Context: an optimization exercise on an open-source flow, tuned for small area, a short achievable clock period and few clock cycles. The choices shown serve that exercise and are no tape-out recipe.
The RTL was checked by simulation tests, not by an equivalence proof against the original design.

==> inputs of run X <==
==> flow/design.v (excerpt) <==
module router_top (
   input  logic        clk,
   input  logic        reset,
   input  logic [31:0] in_data,      
   input  logic [3:0]  in_last,
   input  logic [3:0]  in_valid,
   output logic [3:0]  in_ready,
   output logic [31:0] out_data,     
   output logic [3:0]  out_last,
   output logic [3:0]  out_valid,
   input  logic [3:0]  out_ready,
   input  logic        csr_wr,
   input  logic        csr_rd,
   input  logic [7:0]  csr_addr,
   input  logic [31:0] csr_wdata,
   output logic [31:0] rdata
);
clock: 8.0 ns
lec_check: 0
cap_margin: 20
core_margin: 2
core_utilization: 65
cts_cluster_diameter: 100
cts_cluster_size: 24
place_density: 0.75
setup_slack_margin: 4.95
slew_margin: 20
run.sh (not shown) runs the stock make flow with config.mk's settings and CLKGATE_MAP_FILE= SYNTH_SCRIPT=/design/flow/synth_recipe.tcl, a recipe that flattens the netlist after the stock synthesis.
==> run G (differences from run X) <==
--- a/flow/design.v
+++ b/flow/design.v
@@ -26,21 +26,20 @@
    output logic       ev_da_drop,
    output logic       ev_sa_drop,
    output logic       ev_crc_drop
 );
    logic       acc;
-   logic       rdy;         
    logic [6:0] pcnt;        
    logic       pdisc;       
    logic       skip;
    logic [1:0]  sa_idx, da_idx;
    logic        sa_rng, da_rng;
    logic [6:0]  len_m1;      
    logic        len_ok;
    logic [13:0] chk;         
    logic        chk_hi;      
-   assign acc  = in_valid & rdy;
+   assign acc  = in_valid & in_ready;
    assign skip = (pcnt == 7'd0) ? ~port_enable : pdisc;
    logic [2:0] room_q;     
    logic       we_q;
    logic       room_acc, room_idle, nw_acc, nw_idle, slot_ok, ready_next;
    assign room_acc  = we_q ? room_q[0] : room_q[1];
@@ -48,13 +47,10 @@
    assign nw_acc    = pcnt >= 7'd63 || pcnt <= 7'd4 || pcnt == 7'd7 || pcnt == 7'd8;
    assign nw_idle   = pcnt >= 7'd64 || pcnt <= 7'd5 || pcnt == 7'd8 || pcnt == 7'd9;
    assign slot_ok   = ~slots_full | (pcnt < 7'd12);
    assign ready_next = slot_ok & (acc ? (room_acc | (~in_last & nw_acc))
                                       : (room_idle | nw_idle));
-   always_ff @(posedge clk) begin
-      in_ready <= ~reset & ready_next;
-   end
    logic       st_q, st_inc;
    logic [6:0] pcnt_inc;
    assign pcnt_inc = (pcnt < 7'd64) ? pcnt + 7'd1 : pcnt;
    assign st_inc   = pcnt_inc < 7'd64 &&
                      (pcnt_inc == 7'd6 || pcnt_inc == 7'd7 || pcnt_inc >= 7'd10);
@@ -67,18 +63,18 @@
    end
    always_ff @(posedge clk or posedge reset) begin
       if (reset) begin
          room_q   <= 3'h7;
          we_q     <= 1'b0;
-         rdy      <= 1'b0;
+         in_ready <= 1'b0;
          pcnt     <= 7'd0;
          pdisc    <= 1'b0;
       end else begin
          we_q     <= we;
          room_q   <= {used <= 9'(DEPTH - 1), used <= 9'(DEPTH - 2),
                       used <= 9'(DEPTH - 3)};
-         rdy      <= ready_next;
+         in_ready <= ready_next;
          if (acc) begin
             pdisc <= skip & ~in_last;
             if (in_last) pcnt <= 7'd0;
             else pcnt <= pcnt_inc;
          end
@@ -269,11 +265,11 @@
    input  logic [31:0] rd_data,      
    input  logic [3:0]  rd_valid,
    input  logic [3:0]  rd_last,
    input  logic [3:0]  pop,          
    output logic [3:0]  rd_inc,
-   output logic [31:0] out_data,     
+   output logic [31:0] out_data,
    output logic [3:0]  out_last,
    output logic [3:0]  out_valid,
    input  logic [3:0]  out_ready,
    output logic [3:0]  out_done
 );
@@ -283,16 +279,10 @@
    logic [3:0] serving;       
    logic [3:0] req [NUM_PORTS];
    logic [1:0] pick [NUM_PORTS];
    logic [3:0] pick_valid;
    logic [3:0] ld;
-   logic [31:0] out_data_q;
-   logic [3:0]  out_last_q;
-   logic [3:0]  out_valid_q;
-   logic [31:0] data_n;
-   logic [3:0]  last_n;
-   logic [3:0]  valid_n;
    logic [3:0] fin;           
    logic [3:0] old [NUM_PORTS];
    logic [3:0] hv_q, pop_q, newh;
    assign newh = head_valid & (~hv_q | pop_q);
    always_comb begin : arb
@@ -330,50 +320,41 @@
       end
    end
    always_comb begin
       rd_inc = 4'd0;
       for (int j = 0; j < NUM_PORTS; j++) begin
-         ld[j]  = busy[j] & rd_valid[src[2*j +: 2]] & (~out_valid_q[j] | out_ready[j]);
+         ld[j]  = busy[j] & rd_valid[src[2*j +: 2]] & (~out_valid[j] | out_ready[j]);
          fin[j] = ld[j] & rd_last[src[2*j +: 2]];
          for (int i = 0; i < NUM_PORTS; i++) begin
             if (src[2*j +: 2] == 2'(i)) rd_inc[i] = rd_inc[i] | ld[j];
          end
       end
    end
-   always_comb begin
-      for (int j = 0; j < NUM_PORTS; j++) begin
-         data_n[8*j +: 8] = ld[j] ? rd_data[8*src[2*j +: 2] +: 8] : out_data_q[8*j +: 8];
-         last_n[j]        = ld[j] ? rd_last[src[2*j +: 2]] : out_last_q[j];
-         valid_n[j]       = ld[j] | (out_valid_q[j] & ~out_ready[j]);
-      end
-   end
    always_ff @(posedge clk or posedge reset) begin
       if (reset) begin
-         out_data_q <= 32'd0;
-         out_last_q <= 4'd0;
-      end else begin
-         out_data_q <= data_n;
-         out_last_q <= last_n;
+         out_data <= 32'd0;
+         out_last <= 4'd0;
+      end else for (int j = 0; j < NUM_PORTS; j++) begin
+         if (ld[j]) begin
+            out_data[8*j +: 8] <= rd_data[8*src[2*j +: 2] +: 8];
+            out_last[j]        <= rd_last[src[2*j +: 2]];
+         end
       end
    end
-   always_ff @(posedge clk) begin
-      out_data   <= data_n;
-      out_last   <= last_n;
-      out_valid  <= {4{~reset}} & valid_n;
-   end
    always_ff @(posedge clk or posedge reset) begin
       if (reset) begin
          busy       <= 4'd0;
          src        <= 8'd0;
          serving    <= 4'd0;
-         out_valid_q <= 4'd0;
+         out_valid  <= 4'd0;
          out_done   <= 4'd0;
       end else begin
-         out_done    <= out_valid_q & out_ready & out_last_q;
-         out_valid_q <= valid_n;
+         out_done <= out_valid & out_ready & out_last;
          serving  <= serving & ~pop;
          for (int j = 0; j < NUM_PORTS; j++) begin
+            if (ld[j]) out_valid[j] <= 1'b1;
+            else if (out_ready[j]) out_valid[j] <= 1'b0;
             if (fin[j]) busy[j] <= 1'b0;
             if ((!busy[j] || fin[j]) && pick_valid[j]) begin
                busy[j]              <= 1'b1;
                src[2*j +: 2]        <= pick[j];
                serving[pick[j]]     <= 1'b1;
@@ -388,11 +369,11 @@
    input  logic        reset,
    input  logic        csr_wr,      
    input  logic        csr_rd,      
    input  logic [7:0]  csr_addr,
    input  logic [31:0] csr_wdata,
-   output logic [31:0] rdata,       
+   output logic [31:0] rdata,
    output logic [3:0]  sa_enable,
    output logic [3:0]  da_enable,
    input  logic [3:0]  ev_done,
    input  logic [3:0]  ev_size_drop,
    input  logic [3:0]  ev_da_drop,
@@ -419,16 +400,10 @@
    logic [2:0]  n_size;    
    logic [2:0]  n_da;
    logic [2:0]  n_sa;
    logic [2:0]  n_crc;
    logic [31:0] rd_value;
-   logic [31:0] rdata_q;
-   always_ff @(posedge clk) begin
-      if (reset) rdata <= 32'd0;
-      else if (csr_rd) rdata <= rd_value;
-      else rdata <= rdata_q;
-   end
    logic [2:0] c_size, c_da, c_sa, c_crc;
    always_ff @(posedge clk or posedge reset) begin
       if (reset) begin
          n_size <= 3'd0;
          n_da   <= 3'd0;
@@ -480,11 +455,11 @@
          da_enable <= 4'd0;
          size_drop <= 32'd0;
          da_drop   <= 32'd0;
          sa_drop   <= 32'd0;
          crc_drop  <= 32'd0;
-         rdata_q   <= 32'd0;
+         rdata     <= 32'd0;
          for (int i = 0; i < NUM_PORTS; i++) begin
             in_count[i]  <= 32'd0;
             out_count[i] <= 32'd0;
          end
       end else begin
@@ -493,11 +468,11 @@
          end
          if (csr_wr && csr_addr == ADDR_DA_ENABLE) begin
             da_enable <= csr_wdata[NUM_PORTS-1:0];
          end
          if (csr_rd) begin
-            rdata_q <= rd_value;    
+            rdata <= rd_value;    
          end
          if (csr_wr && csr_addr == ADDR_SIZE_DROP) size_drop <= csr_wdata;
          else size_drop <= size_drop + {29'd0, n_size};
          if (csr_wr && csr_addr == ADDR_DA_DROP) da_drop <= csr_wdata;
          else da_drop <= da_drop + {29'd0, n_da};
CORE_UTILIZATION = 60   (was 65)
PLACE_DENSITY = 0.7   (was 0.75)
==> run E (differences from run X) <==
--- a/flow/design.v
+++ b/flow/design.v
@@ -26,21 +26,20 @@
    output logic       ev_da_drop,
    output logic       ev_sa_drop,
    output logic       ev_crc_drop
 );
    logic       acc;
-   logic       rdy;         
    logic [6:0] pcnt;        
    logic       pdisc;       
    logic       skip;
    logic [1:0]  sa_idx, da_idx;
    logic        sa_rng, da_rng;
    logic [6:0]  len_m1;      
    logic        len_ok;
    logic [13:0] chk;         
    logic        chk_hi;      
-   assign acc  = in_valid & rdy;
+   assign acc  = in_valid & in_ready;
    assign skip = (pcnt == 7'd0) ? ~port_enable : pdisc;
    logic [2:0] room_q;     
    logic       we_q;
    logic       room_acc, room_idle, nw_acc, nw_idle, slot_ok, ready_next;
    assign room_acc  = we_q ? room_q[0] : room_q[1];
@@ -48,13 +47,10 @@
    assign nw_acc    = pcnt >= 7'd63 || pcnt <= 7'd4 || pcnt == 7'd7 || pcnt == 7'd8;
    assign nw_idle   = pcnt >= 7'd64 || pcnt <= 7'd5 || pcnt == 7'd8 || pcnt == 7'd9;
    assign slot_ok   = ~slots_full | (pcnt < 7'd12);
    assign ready_next = slot_ok & (acc ? (room_acc | (~in_last & nw_acc))
                                       : (room_idle | nw_idle));
-   always_ff @(posedge clk) begin
-      in_ready <= ~reset & ready_next;
-   end
    logic       st_q, st_inc;
    logic [6:0] pcnt_inc;
    assign pcnt_inc = (pcnt < 7'd64) ? pcnt + 7'd1 : pcnt;
    assign st_inc   = pcnt_inc < 7'd64 &&
                      (pcnt_inc == 7'd6 || pcnt_inc == 7'd7 || pcnt_inc >= 7'd10);
@@ -67,18 +63,18 @@
    end
    always_ff @(posedge clk or posedge reset) begin
       if (reset) begin
          room_q   <= 3'h7;
          we_q     <= 1'b0;
-         rdy      <= 1'b0;
+         in_ready <= 1'b0;
          pcnt     <= 7'd0;
          pdisc    <= 1'b0;
       end else begin
          we_q     <= we;
          room_q   <= {used <= 9'(DEPTH - 1), used <= 9'(DEPTH - 2),
                       used <= 9'(DEPTH - 3)};
-         rdy      <= ready_next;
+         in_ready <= ready_next;
          if (acc) begin
             pdisc <= skip & ~in_last;
             if (in_last) pcnt <= 7'd0;
             else pcnt <= pcnt_inc;
          end
@@ -269,11 +265,11 @@
    input  logic [31:0] rd_data,      
    input  logic [3:0]  rd_valid,
    input  logic [3:0]  rd_last,
    input  logic [3:0]  pop,          
    output logic [3:0]  rd_inc,
-   output logic [31:0] out_data,     
+   output logic [31:0] out_data,
    output logic [3:0]  out_last,
    output logic [3:0]  out_valid,
    input  logic [3:0]  out_ready,
    output logic [3:0]  out_done
 );
@@ -283,16 +279,10 @@
    logic [3:0] serving;       
    logic [3:0] req [NUM_PORTS];
    logic [1:0] pick [NUM_PORTS];
    logic [3:0] pick_valid;
    logic [3:0] ld;
-   logic [31:0] out_data_q;
-   logic [3:0]  out_last_q;
-   logic [3:0]  out_valid_q;
-   logic [31:0] data_n;
-   logic [3:0]  last_n;
-   logic [3:0]  valid_n;
    logic [3:0] fin;           
    logic [3:0] old [NUM_PORTS];
    logic [3:0] hv_q, pop_q, newh;
    assign newh = head_valid & (~hv_q | pop_q);
    always_comb begin : arb
@@ -330,50 +320,41 @@
       end
    end
    always_comb begin
       rd_inc = 4'd0;
       for (int j = 0; j < NUM_PORTS; j++) begin
-         ld[j]  = busy[j] & rd_valid[src[2*j +: 2]] & (~out_valid_q[j] | out_ready[j]);
+         ld[j]  = busy[j] & rd_valid[src[2*j +: 2]] & (~out_valid[j] | out_ready[j]);
          fin[j] = ld[j] & rd_last[src[2*j +: 2]];
          for (int i = 0; i < NUM_PORTS; i++) begin
             if (src[2*j +: 2] == 2'(i)) rd_inc[i] = rd_inc[i] | ld[j];
          end
       end
    end
-   always_comb begin
-      for (int j = 0; j < NUM_PORTS; j++) begin
-         data_n[8*j +: 8] = ld[j] ? rd_data[8*src[2*j +: 2] +: 8] : out_data_q[8*j +: 8];
-         last_n[j]        = ld[j] ? rd_last[src[2*j +: 2]] : out_last_q[j];
-         valid_n[j]       = ld[j] | (out_valid_q[j] & ~out_ready[j]);
-      end
-   end
    always_ff @(posedge clk or posedge reset) begin
       if (reset) begin
-         out_data_q <= 32'd0;
-         out_last_q <= 4'd0;
-      end else begin
-         out_data_q <= data_n;
-         out_last_q <= last_n;
+         out_data <= 32'd0;
+         out_last <= 4'd0;
+      end else for (int j = 0; j < NUM_PORTS; j++) begin
+         if (ld[j]) begin
+            out_data[8*j +: 8] <= rd_data[8*src[2*j +: 2] +: 8];
+            out_last[j]        <= rd_last[src[2*j +: 2]];
+         end
       end
    end
-   always_ff @(posedge clk) begin
-      out_data   <= data_n;
-      out_last   <= last_n;
-      out_valid  <= {4{~reset}} & valid_n;
-   end
    always_ff @(posedge clk or posedge reset) begin
       if (reset) begin
          busy       <= 4'd0;
          src        <= 8'd0;
          serving    <= 4'd0;
-         out_valid_q <= 4'd0;
+         out_valid  <= 4'd0;
          out_done   <= 4'd0;
       end else begin
-         out_done    <= out_valid_q & out_ready & out_last_q;
-         out_valid_q <= valid_n;
+         out_done <= out_valid & out_ready & out_last;
          serving  <= serving & ~pop;
          for (int j = 0; j < NUM_PORTS; j++) begin
+            if (ld[j]) out_valid[j] <= 1'b1;
+            else if (out_ready[j]) out_valid[j] <= 1'b0;
             if (fin[j]) busy[j] <= 1'b0;
             if ((!busy[j] || fin[j]) && pick_valid[j]) begin
                busy[j]              <= 1'b1;
                src[2*j +: 2]        <= pick[j];
                serving[pick[j]]     <= 1'b1;
@@ -388,11 +369,11 @@
    input  logic        reset,
    input  logic        csr_wr,      
    input  logic        csr_rd,      
    input  logic [7:0]  csr_addr,
    input  logic [31:0] csr_wdata,
-   output logic [31:0] rdata,       
+   output logic [31:0] rdata,
    output logic [3:0]  sa_enable,
    output logic [3:0]  da_enable,
    input  logic [3:0]  ev_done,
    input  logic [3:0]  ev_size_drop,
    input  logic [3:0]  ev_da_drop,
@@ -419,16 +400,10 @@
    logic [2:0]  n_size;    
    logic [2:0]  n_da;
    logic [2:0]  n_sa;
    logic [2:0]  n_crc;
    logic [31:0] rd_value;
-   logic [31:0] rdata_q;
-   always_ff @(posedge clk) begin
-      if (reset) rdata <= 32'd0;
-      else if (csr_rd) rdata <= rd_value;
-      else rdata <= rdata_q;
-   end
    logic [2:0] c_size, c_da, c_sa, c_crc;
    always_ff @(posedge clk or posedge reset) begin
       if (reset) begin
          n_size <= 3'd0;
          n_da   <= 3'd0;
@@ -480,11 +455,11 @@
          da_enable <= 4'd0;
          size_drop <= 32'd0;
          da_drop   <= 32'd0;
          sa_drop   <= 32'd0;
          crc_drop  <= 32'd0;
-         rdata_q   <= 32'd0;
+         rdata     <= 32'd0;
          for (int i = 0; i < NUM_PORTS; i++) begin
             in_count[i]  <= 32'd0;
             out_count[i] <= 32'd0;
          end
       end else begin
@@ -493,11 +468,11 @@
          end
          if (csr_wr && csr_addr == ADDR_DA_ENABLE) begin
             da_enable <= csr_wdata[NUM_PORTS-1:0];
          end
          if (csr_rd) begin
-            rdata_q <= rd_value;    
+            rdata <= rd_value;    
          end
          if (csr_wr && csr_addr == ADDR_SIZE_DROP) size_drop <= csr_wdata;
          else size_drop <= size_drop + {29'd0, n_size};
          if (csr_wr && csr_addr == ADDR_DA_DROP) da_drop <= csr_wdata;
          else da_drop <= da_drop + {29'd0, n_da};
CTS_CLUSTER_SIZE = 28   (was 24)
SETUP_SLACK_MARGIN = 5.0   (was 4.95)
==> run D (differences from run X) <==
--- a/flow/design.v
+++ b/flow/design.v
@@ -26,21 +26,20 @@
    output logic       ev_da_drop,
    output logic       ev_sa_drop,
    output logic       ev_crc_drop
 );
    logic       acc;
-   logic       rdy;         
    logic [6:0] pcnt;        
    logic       pdisc;       
    logic       skip;
    logic [1:0]  sa_idx, da_idx;
    logic        sa_rng, da_rng;
    logic [6:0]  len_m1;      
    logic        len_ok;
    logic [13:0] chk;         
    logic        chk_hi;      
-   assign acc  = in_valid & rdy;
+   assign acc  = in_valid & in_ready;
    assign skip = (pcnt == 7'd0) ? ~port_enable : pdisc;
    logic [2:0] room_q;     
    logic       we_q;
    logic       room_acc, room_idle, nw_acc, nw_idle, slot_ok, ready_next;
    assign room_acc  = we_q ? room_q[0] : room_q[1];
@@ -48,13 +47,10 @@
    assign nw_acc    = pcnt >= 7'd63 || pcnt <= 7'd4 || pcnt == 7'd7 || pcnt == 7'd8;
    assign nw_idle   = pcnt >= 7'd64 || pcnt <= 7'd5 || pcnt == 7'd8 || pcnt == 7'd9;
    assign slot_ok   = ~slots_full | (pcnt < 7'd12);
    assign ready_next = slot_ok & (acc ? (room_acc | (~in_last & nw_acc))
                                       : (room_idle | nw_idle));
-   always_ff @(posedge clk) begin
-      in_ready <= ~reset & ready_next;
-   end
    logic       st_q, st_inc;
    logic [6:0] pcnt_inc;
    assign pcnt_inc = (pcnt < 7'd64) ? pcnt + 7'd1 : pcnt;
    assign st_inc   = pcnt_inc < 7'd64 &&
                      (pcnt_inc == 7'd6 || pcnt_inc == 7'd7 || pcnt_inc >= 7'd10);
@@ -67,18 +63,18 @@
    end
    always_ff @(posedge clk or posedge reset) begin
       if (reset) begin
          room_q   <= 3'h7;
          we_q     <= 1'b0;
-         rdy      <= 1'b0;
+         in_ready <= 1'b0;
          pcnt     <= 7'd0;
          pdisc    <= 1'b0;
       end else begin
          we_q     <= we;
          room_q   <= {used <= 9'(DEPTH - 1), used <= 9'(DEPTH - 2),
                       used <= 9'(DEPTH - 3)};
-         rdy      <= ready_next;
+         in_ready <= ready_next;
          if (acc) begin
             pdisc <= skip & ~in_last;
             if (in_last) pcnt <= 7'd0;
             else pcnt <= pcnt_inc;
          end
@@ -269,11 +265,11 @@
    input  logic [31:0] rd_data,      
    input  logic [3:0]  rd_valid,
    input  logic [3:0]  rd_last,
    input  logic [3:0]  pop,          
    output logic [3:0]  rd_inc,
-   output logic [31:0] out_data,     
+   output logic [31:0] out_data,
    output logic [3:0]  out_last,
    output logic [3:0]  out_valid,
    input  logic [3:0]  out_ready,
    output logic [3:0]  out_done
 );
@@ -283,16 +279,10 @@
    logic [3:0] serving;       
    logic [3:0] req [NUM_PORTS];
    logic [1:0] pick [NUM_PORTS];
    logic [3:0] pick_valid;
    logic [3:0] ld;
-   logic [31:0] out_data_q;
-   logic [3:0]  out_last_q;
-   logic [3:0]  out_valid_q;
-   logic [31:0] data_n;
-   logic [3:0]  last_n;
-   logic [3:0]  valid_n;
    logic [3:0] fin;           
    logic [3:0] old [NUM_PORTS];
    logic [3:0] hv_q, pop_q, newh;
    assign newh = head_valid & (~hv_q | pop_q);
    always_comb begin : arb
@@ -330,50 +320,41 @@
       end
    end
    always_comb begin
       rd_inc = 4'd0;
       for (int j = 0; j < NUM_PORTS; j++) begin
-         ld[j]  = busy[j] & rd_valid[src[2*j +: 2]] & (~out_valid_q[j] | out_ready[j]);
+         ld[j]  = busy[j] & rd_valid[src[2*j +: 2]] & (~out_valid[j] | out_ready[j]);
          fin[j] = ld[j] & rd_last[src[2*j +: 2]];
          for (int i = 0; i < NUM_PORTS; i++) begin
             if (src[2*j +: 2] == 2'(i)) rd_inc[i] = rd_inc[i] | ld[j];
          end
       end
    end
-   always_comb begin
-      for (int j = 0; j < NUM_PORTS; j++) begin
-         data_n[8*j +: 8] = ld[j] ? rd_data[8*src[2*j +: 2] +: 8] : out_data_q[8*j +: 8];
-         last_n[j]        = ld[j] ? rd_last[src[2*j +: 2]] : out_last_q[j];
-         valid_n[j]       = ld[j] | (out_valid_q[j] & ~out_ready[j]);
-      end
-   end
    always_ff @(posedge clk or posedge reset) begin
       if (reset) begin
-         out_data_q <= 32'd0;
-         out_last_q <= 4'd0;
-      end else begin
-         out_data_q <= data_n;
-         out_last_q <= last_n;
+         out_data <= 32'd0;
+         out_last <= 4'd0;
+      end else for (int j = 0; j < NUM_PORTS; j++) begin
+         if (ld[j]) begin
+            out_data[8*j +: 8] <= rd_data[8*src[2*j +: 2] +: 8];
+            out_last[j]        <= rd_last[src[2*j +: 2]];
+         end
       end
    end
-   always_ff @(posedge clk) begin
-      out_data   <= data_n;
-      out_last   <= last_n;
-      out_valid  <= {4{~reset}} & valid_n;
-   end
    always_ff @(posedge clk or posedge reset) begin
       if (reset) begin
          busy       <= 4'd0;
          src        <= 8'd0;
          serving    <= 4'd0;
-         out_valid_q <= 4'd0;
+         out_valid  <= 4'd0;
          out_done   <= 4'd0;
       end else begin
-         out_done    <= out_valid_q & out_ready & out_last_q;
-         out_valid_q <= valid_n;
+         out_done <= out_valid & out_ready & out_last;
          serving  <= serving & ~pop;
          for (int j = 0; j < NUM_PORTS; j++) begin
+            if (ld[j]) out_valid[j] <= 1'b1;
+            else if (out_ready[j]) out_valid[j] <= 1'b0;
             if (fin[j]) busy[j] <= 1'b0;
             if ((!busy[j] || fin[j]) && pick_valid[j]) begin
                busy[j]              <= 1'b1;
                src[2*j +: 2]        <= pick[j];
                serving[pick[j]]     <= 1'b1;
@@ -388,11 +369,11 @@
    input  logic        reset,
    input  logic        csr_wr,      
    input  logic        csr_rd,      
    input  logic [7:0]  csr_addr,
    input  logic [31:0] csr_wdata,
-   output logic [31:0] rdata,       
+   output logic [31:0] rdata,
    output logic [3:0]  sa_enable,
    output logic [3:0]  da_enable,
    input  logic [3:0]  ev_done,
    input  logic [3:0]  ev_size_drop,
    input  logic [3:0]  ev_da_drop,
@@ -419,16 +400,10 @@
    logic [2:0]  n_size;    
    logic [2:0]  n_da;
    logic [2:0]  n_sa;
    logic [2:0]  n_crc;
    logic [31:0] rd_value;
-   logic [31:0] rdata_q;
-   always_ff @(posedge clk) begin
-      if (reset) rdata <= 32'd0;
-      else if (csr_rd) rdata <= rd_value;
-      else rdata <= rdata_q;
-   end
    logic [2:0] c_size, c_da, c_sa, c_crc;
    always_ff @(posedge clk or posedge reset) begin
       if (reset) begin
          n_size <= 3'd0;
          n_da   <= 3'd0;
@@ -480,11 +455,11 @@
          da_enable <= 4'd0;
          size_drop <= 32'd0;
          da_drop   <= 32'd0;
          sa_drop   <= 32'd0;
          crc_drop  <= 32'd0;
-         rdata_q   <= 32'd0;
+         rdata     <= 32'd0;
          for (int i = 0; i < NUM_PORTS; i++) begin
             in_count[i]  <= 32'd0;
             out_count[i] <= 32'd0;
          end
       end else begin
@@ -493,11 +468,11 @@
          end
          if (csr_wr && csr_addr == ADDR_DA_ENABLE) begin
             da_enable <= csr_wdata[NUM_PORTS-1:0];
          end
          if (csr_rd) begin
-            rdata_q <= rd_value;    
+            rdata <= rd_value;    
          end
          if (csr_wr && csr_addr == ADDR_SIZE_DROP) size_drop <= csr_wdata;
          else size_drop <= size_drop + {29'd0, n_size};
          if (csr_wr && csr_addr == ADDR_DA_DROP) da_drop <= csr_wdata;
          else da_drop <= da_drop + {29'd0, n_da};
CAP_MARGIN = 10   (was 20)
CORE_UTILIZATION = 60   (was 65)
PLACE_DENSITY = 0.7   (was 0.75)
SETUP_SLACK_MARGIN = 5.0   (was 4.95)
SLEW_MARGIN = 10   (was 20)
==> results_dict.tcl <==
set metrics [dict create \
    outcome "finished clean" \
    seq_share_pct 57.4 \
    placed_area_um2 130000 \
    path_class "flop to output pin" \
    worst_slew_pin_slew_ns 1.24 \
]
the above is filed under run E

==> results_dict.tcl <==
set metrics [dict create \
    outcome "finished clean" \
    crit_family "compound AO/OA/AOI/OAI gates" \
    worst_slew_pin_slew_ns 1.30 \
    placed_area_um2 132000 \
    drv_slew 0 \
    seq_share_pct 57.3 \
    finalWirelength_um 334000 \
]
the above is filed under run X

==> results_dict.tcl <==
set metrics [dict create \
    outcome "finished clean" \
    antenna_found_initial 22 \
    gp_congestion 0.934 \
    seq_share_pct 57.1 \
    leakagePower_nw 47.0 \
    path_class "flop to output pin" \
    clk_pin_slew_ns 0.10 \
    placed_area_um2 131000 \
]
the above is filed under run G

==> results_dict.tcl <==
set metrics [dict create \
    placed_area_um2 131000 \
    outcome "finished clean" \
    seq_share_pct 56.8 \
    swShare_pct 30.1 \
    most-common-layout-cells "edfxtp_1 (2020), nor2_1 (736), dfrtp_1 (676)" \
    vias_per_cell 6.53 \
    worst_slew_pin_slew_ns 1.32 \
    final_common_cell "edfxtp_1" \
    dieArea_um2 214000 \
    synth_top_cell_area_share_pct 48.1 \
]
the above is filed under run D

Testbench counts of run X, summed over its fixed seeds: cycles 20,773.
Testbench counts of run G, summed over its fixed seeds: cycles 20,773.
Testbench counts of run E, summed over its fixed seeds: cycles 20,773.
Testbench counts of run D, summed over its fixed seeds: cycles 20,773.

-- separate check: timing with driven ports --
Ports are ideal in the flow. The routed layouts listed here were re-timed in OpenROAD.
Step 1, drivers: a clkbuf_16 drives clk and a buf_2 each remaining input, both assumed.
Step 2 also shifts input and output timing later by t, the mid clock arrival at the registers, as if the neighbouring blocks saw the same clock.
Slacks: ideal / step 1 / step 2; pairs: ideal / step 1.
run | shift t [ns] | setup slack, ns | hold WS [ns] | worst setup path at the end
run X | 0.941 | 4.903 / 4.888 / 4.002 | 0.466 / 0.466 / 0.466 | input to register
run G | 0.945 | 4.872 / 4.774 / 3.956 | 0.484 / 0.484 / 0.484 | input to register
run E | 0.912 | 4.891 / 4.801 / 4.040 | 0.489 / 0.489 / 0.489 | input to register
run D | 0.929 | 4.895 / 4.803 / 3.915 | 0.495 / 0.495 / 0.495 | input to register
After both steps every run listed still meets setup and hold. The setup slack of run D, which loses most, moves by -0.092 ns with the drivers and by -0.980 ns with both steps.
